This design comes from an exercise in tuning for small area on the open sky130 flow, not from production work.
The RTL was checked by simulation tests, not by an equivalence proof against the original design.

## the baseline
==> flow/design.v <==
package tsp_pkg;
  localparam int         NCITY   = 64;
  localparam int         COORD_W = 8;
  localparam int         IDX_W   = $clog2(NCITY);
  localparam logic [7:0] HDR     = 8'hA5;
  localparam int         TIMEOUT = 2_000;
  typedef enum logic [2:0] {
    RST   = 3'b000,
    DONE  = 3'b001,
    IDLE  = 3'b010,
    PUB   = 3'b011,
    COUNT = 3'b100,
    XB    = 3'b101,
    YB    = 3'b110,
    CSUM  = 3'b111
  } ld_state_t;
endpackage
module tsp_coord_loader #(
  parameter int         NCITY   = tsp_pkg::NCITY,
  parameter int         COORD_W = tsp_pkg::COORD_W,
  parameter logic [7:0] HDR     = tsp_pkg::HDR,
  parameter int         TIMEOUT = tsp_pkg::TIMEOUT,
  localparam int        IDX_W   = $clog2(NCITY)
) (
  input  logic               clk,
  input  logic               rst,
  input  logic [7:0]         in_data,
  input  logic               in_valid,
  output logic               in_ready,
  output logic [NCITY*COORD_W-1:0] xs,   
  output logic [NCITY*COORD_W-1:0] ys,   
  output logic [IDX_W:0]     n_cities,
  output logic               coord_valid,
  output logic               solver_rst,
  output logic               err
);
  localparam int             TO_W    = 11;
  function automatic logic [TO_W-1:0] lfsr_next(input logic [TO_W-1:0] q);
    lfsr_next = {q[TO_W-2:0], ~(q[10] ^ q[8])};
  endfunction
  function automatic logic [TO_W-1:0] lfsr_after(input int steps);
    lfsr_after = '0;
    for (int i = 0; i < steps; i++) lfsr_after = lfsr_next(lfsr_after);
  endfunction
  localparam logic [TO_W-1:0] TO_LAST = lfsr_after(TIMEOUT - 1);
  tsp_pkg::ld_state_t state;
  logic [IDX_W:0]   n_lat;      
  logic [IDX_W-1:0] idx;        
  logic [IDX_W:0]   idx_inc;    
  logic [7:0]       sum;        
  logic [TO_W-1:0]  idle_cnt;   
  logic             rx;         
  logic             timeout;
  logic             accept;
  logic             wr_x, wr_y;
  logic [COORD_W-1:0] xs_r [NCITY];   
  logic [COORD_W-1:0] ys_r [NCITY];
  for (genvar g = 0; g < NCITY; g++) begin : g_flat
    assign xs[g*COORD_W +: COORD_W] = xs_r[g];
    assign ys[g*COORD_W +: COORD_W] = ys_r[g];
  end
  assign in_ready   = state[2] || state[1];           
  assign solver_rst = state == tsp_pkg::PUB;
  assign accept  = in_valid && in_ready;
  assign rx      = state[2];
  assign timeout = rx && !accept && idle_cnt == TO_LAST;
  assign wr_x    = accept && state == tsp_pkg::XB;
  assign wr_y    = accept && state == tsp_pkg::YB;
  assign idx_inc = {1'b0, idx} + (IDX_W+1)'(wr_y);
  logic             clr;
  logic [NCITY-1:0] city_sel;
  logic [7:0]       dx, dy;
  assign clr = accept && state == tsp_pkg::COUNT && in_data != 8'd0 &&
               int'(in_data) <= NCITY;
  assign dx  = wr_x ? in_data : 8'd0;
  assign dy  = wr_y ? in_data : 8'd0;
  for (genvar g = 0; g < NCITY; g++) begin : g_sel
    assign city_sel[g] = idx == IDX_W'(g);
  end
  for (genvar g = 0; g < NCITY; g++) begin : g_arr
    always_ff @(posedge clk) begin
      xs_r[g] <= (xs_r[g] & {COORD_W{!clr}}) | (dx & {COORD_W{city_sel[g]}});
      ys_r[g] <= (ys_r[g] & {COORD_W{!clr}}) | (dy & {COORD_W{city_sel[g]}});
    end
  end
  always_ff @(posedge clk) begin
    if (rx && !accept && idle_cnt != TO_LAST)
      idle_cnt <= lfsr_next(idle_cnt);
    else
      idle_cnt <= '0;
    if (state == tsp_pkg::COUNT) n_lat <= (IDX_W+1)'(in_data);
    sum <= (state == tsp_pkg::COUNT ? 8'd0 : sum) + (accept ? in_data : 8'd0);
    idx <= state == tsp_pkg::COUNT ? '0 : idx_inc[IDX_W-1:0];
  end
  always_ff @(posedge clk or posedge rst) begin
    if (rst) begin
      state       <= tsp_pkg::RST;
      coord_valid <= 1'b0;
      err         <= 1'b0;
      n_cities    <= '0;
    end else begin
      err <= timeout;
      case (state)
        tsp_pkg::COUNT: begin
          if (accept) begin
            if (in_data == 8'd0 || int'(in_data) > NCITY) begin
              err   <= 1'b1;
              state <= tsp_pkg::IDLE;
            end else begin
              coord_valid <= 1'b0;
              state       <= tsp_pkg::XB;
            end
          end else if (timeout) begin
            state <= tsp_pkg::IDLE;
          end
        end
        tsp_pkg::XB: begin
          if (accept)       state <= tsp_pkg::YB;
          else if (timeout) state <= tsp_pkg::IDLE;
        end
        tsp_pkg::YB: begin
          if (accept) begin
            if (idx_inc == n_lat) state <= tsp_pkg::CSUM;
            else                  state <= tsp_pkg::XB;
          end else if (timeout) begin
            state <= tsp_pkg::IDLE;
          end
        end
        tsp_pkg::CSUM: begin
          if (accept) begin
            if (in_data == sum) begin
              n_cities <= n_lat;
              state    <= tsp_pkg::DONE;
            end else begin
              err   <= 1'b1;
              state <= tsp_pkg::IDLE;
            end
          end else if (timeout) begin
            state <= tsp_pkg::IDLE;
          end
        end
        tsp_pkg::DONE: begin
          coord_valid <= 1'b1;
          state       <= tsp_pkg::PUB;
        end
        default: begin
          if (accept && in_data == HDR) state <= tsp_pkg::COUNT;
          else                          state <= tsp_pkg::IDLE;
        end
      endcase
    end
  end
endmodule
clock: 5.0 ns
lec_check: 0
cap_margin: 20
core_aspect_ratio: 0.25
core_margin: 2
core_utilization: 72
slew_margin: 20
standard.sh (not shown) runs the stock make flow with config.mk's settings and CLKGATE_MAP_FILE= SYNTH_SCRIPT=/design/flow/synth_recipe.tcl, a recipe that flattens the netlist after the stock synthesis.
==> flow/flow/run.sh <==
#!/bin/bash
# Standard ORFS layout with two changes: the port buffers that global
# placement inserts are the smallest plain buffer, and CTS builds its tree
# from clkbuf_8 (root clkbuf_16) in clusters of up to 16 sinks without dummy
# balancing loads.
set -euo pipefail
export BUFFER_PORTS_ARGS="-buffer_cell sky130_fd_sc_hd__buf_1"
export CTS_ARGS="-sink_clustering_enable -repair_clock_nets -dont_use_dummy_load -buf_list sky130_fd_sc_hd__clkbuf_8 -root_buf sky130_fd_sc_hd__clkbuf_16 -sink_clustering_size 16 -sink_clustering_max_diameter 25"
bash standard.sh > standard.log 2>&1
The baseline: full flow OK, the timing, design-rule and antenna checks passed
Here is what was changed in the inputs of the candidate compared with the baseline.
--- a/flow/design.v
+++ b/flow/design.v
@@ -90,5 +90,6 @@
       idle_cnt <= '0;
     if (state == tsp_pkg::COUNT) n_lat <= (IDX_W+1)'(in_data);
-    sum <= (state == tsp_pkg::COUNT ? 8'd0 : sum) + (accept ? in_data : 8'd0);
+    sum <= (state == tsp_pkg::COUNT ? 8'd0 : sum) +
+           (state == tsp_pkg::COUNT || wr_x || wr_y ? in_data : 8'd0);
     idx <= state == tsp_pkg::COUNT ? '0 : idx_inc[IDX_W-1:0];
   end
Notes after the runs:
The candidate: first-iteration DRC count is 764 higher than what the baseline reported.
Compared with the baseline, in the candidate non-clock buffering overhead in the final layout lower; worst setup skew after layout lower; post-synthesis share of cell area spent on and, or, nand and nor gates higher.
STATUS post-route minimum period: the candidate wins against the baseline

-- static timing again, ports no longer ideal --
Ports are ideal in the flow. The routed layouts listed here were re-timed in OpenROAD. Step 1 assumes that a clkbuf_16 drives the clock port and a buf_2 every other input. Step 2 moves the port delays by t, midway between the first and last clock arrival at a register: inputs arrive t later, outputs are due t later. That takes back most of the time a late clock gives input paths. a / b / c = ideal / step 1 / step 2; a / b = the first two.
run | t (ns) | setup slack, ns | worst setup path after step 2 | slew at the worst register clock pin (ns)
the baseline | 0.688 | 1.532 / 1.526 / 0.838 | input to register | 0.11 / 0.11
the candidate | 0.672 | 1.836 / 1.836 / 1.298 | input to register | 0.11 / 0.11
After both steps setup and hold are still met in every run listed. For the baseline, which loses most, drivers alone change the setup slack by -0.006 ns; drivers and shift together by -0.694 ns.
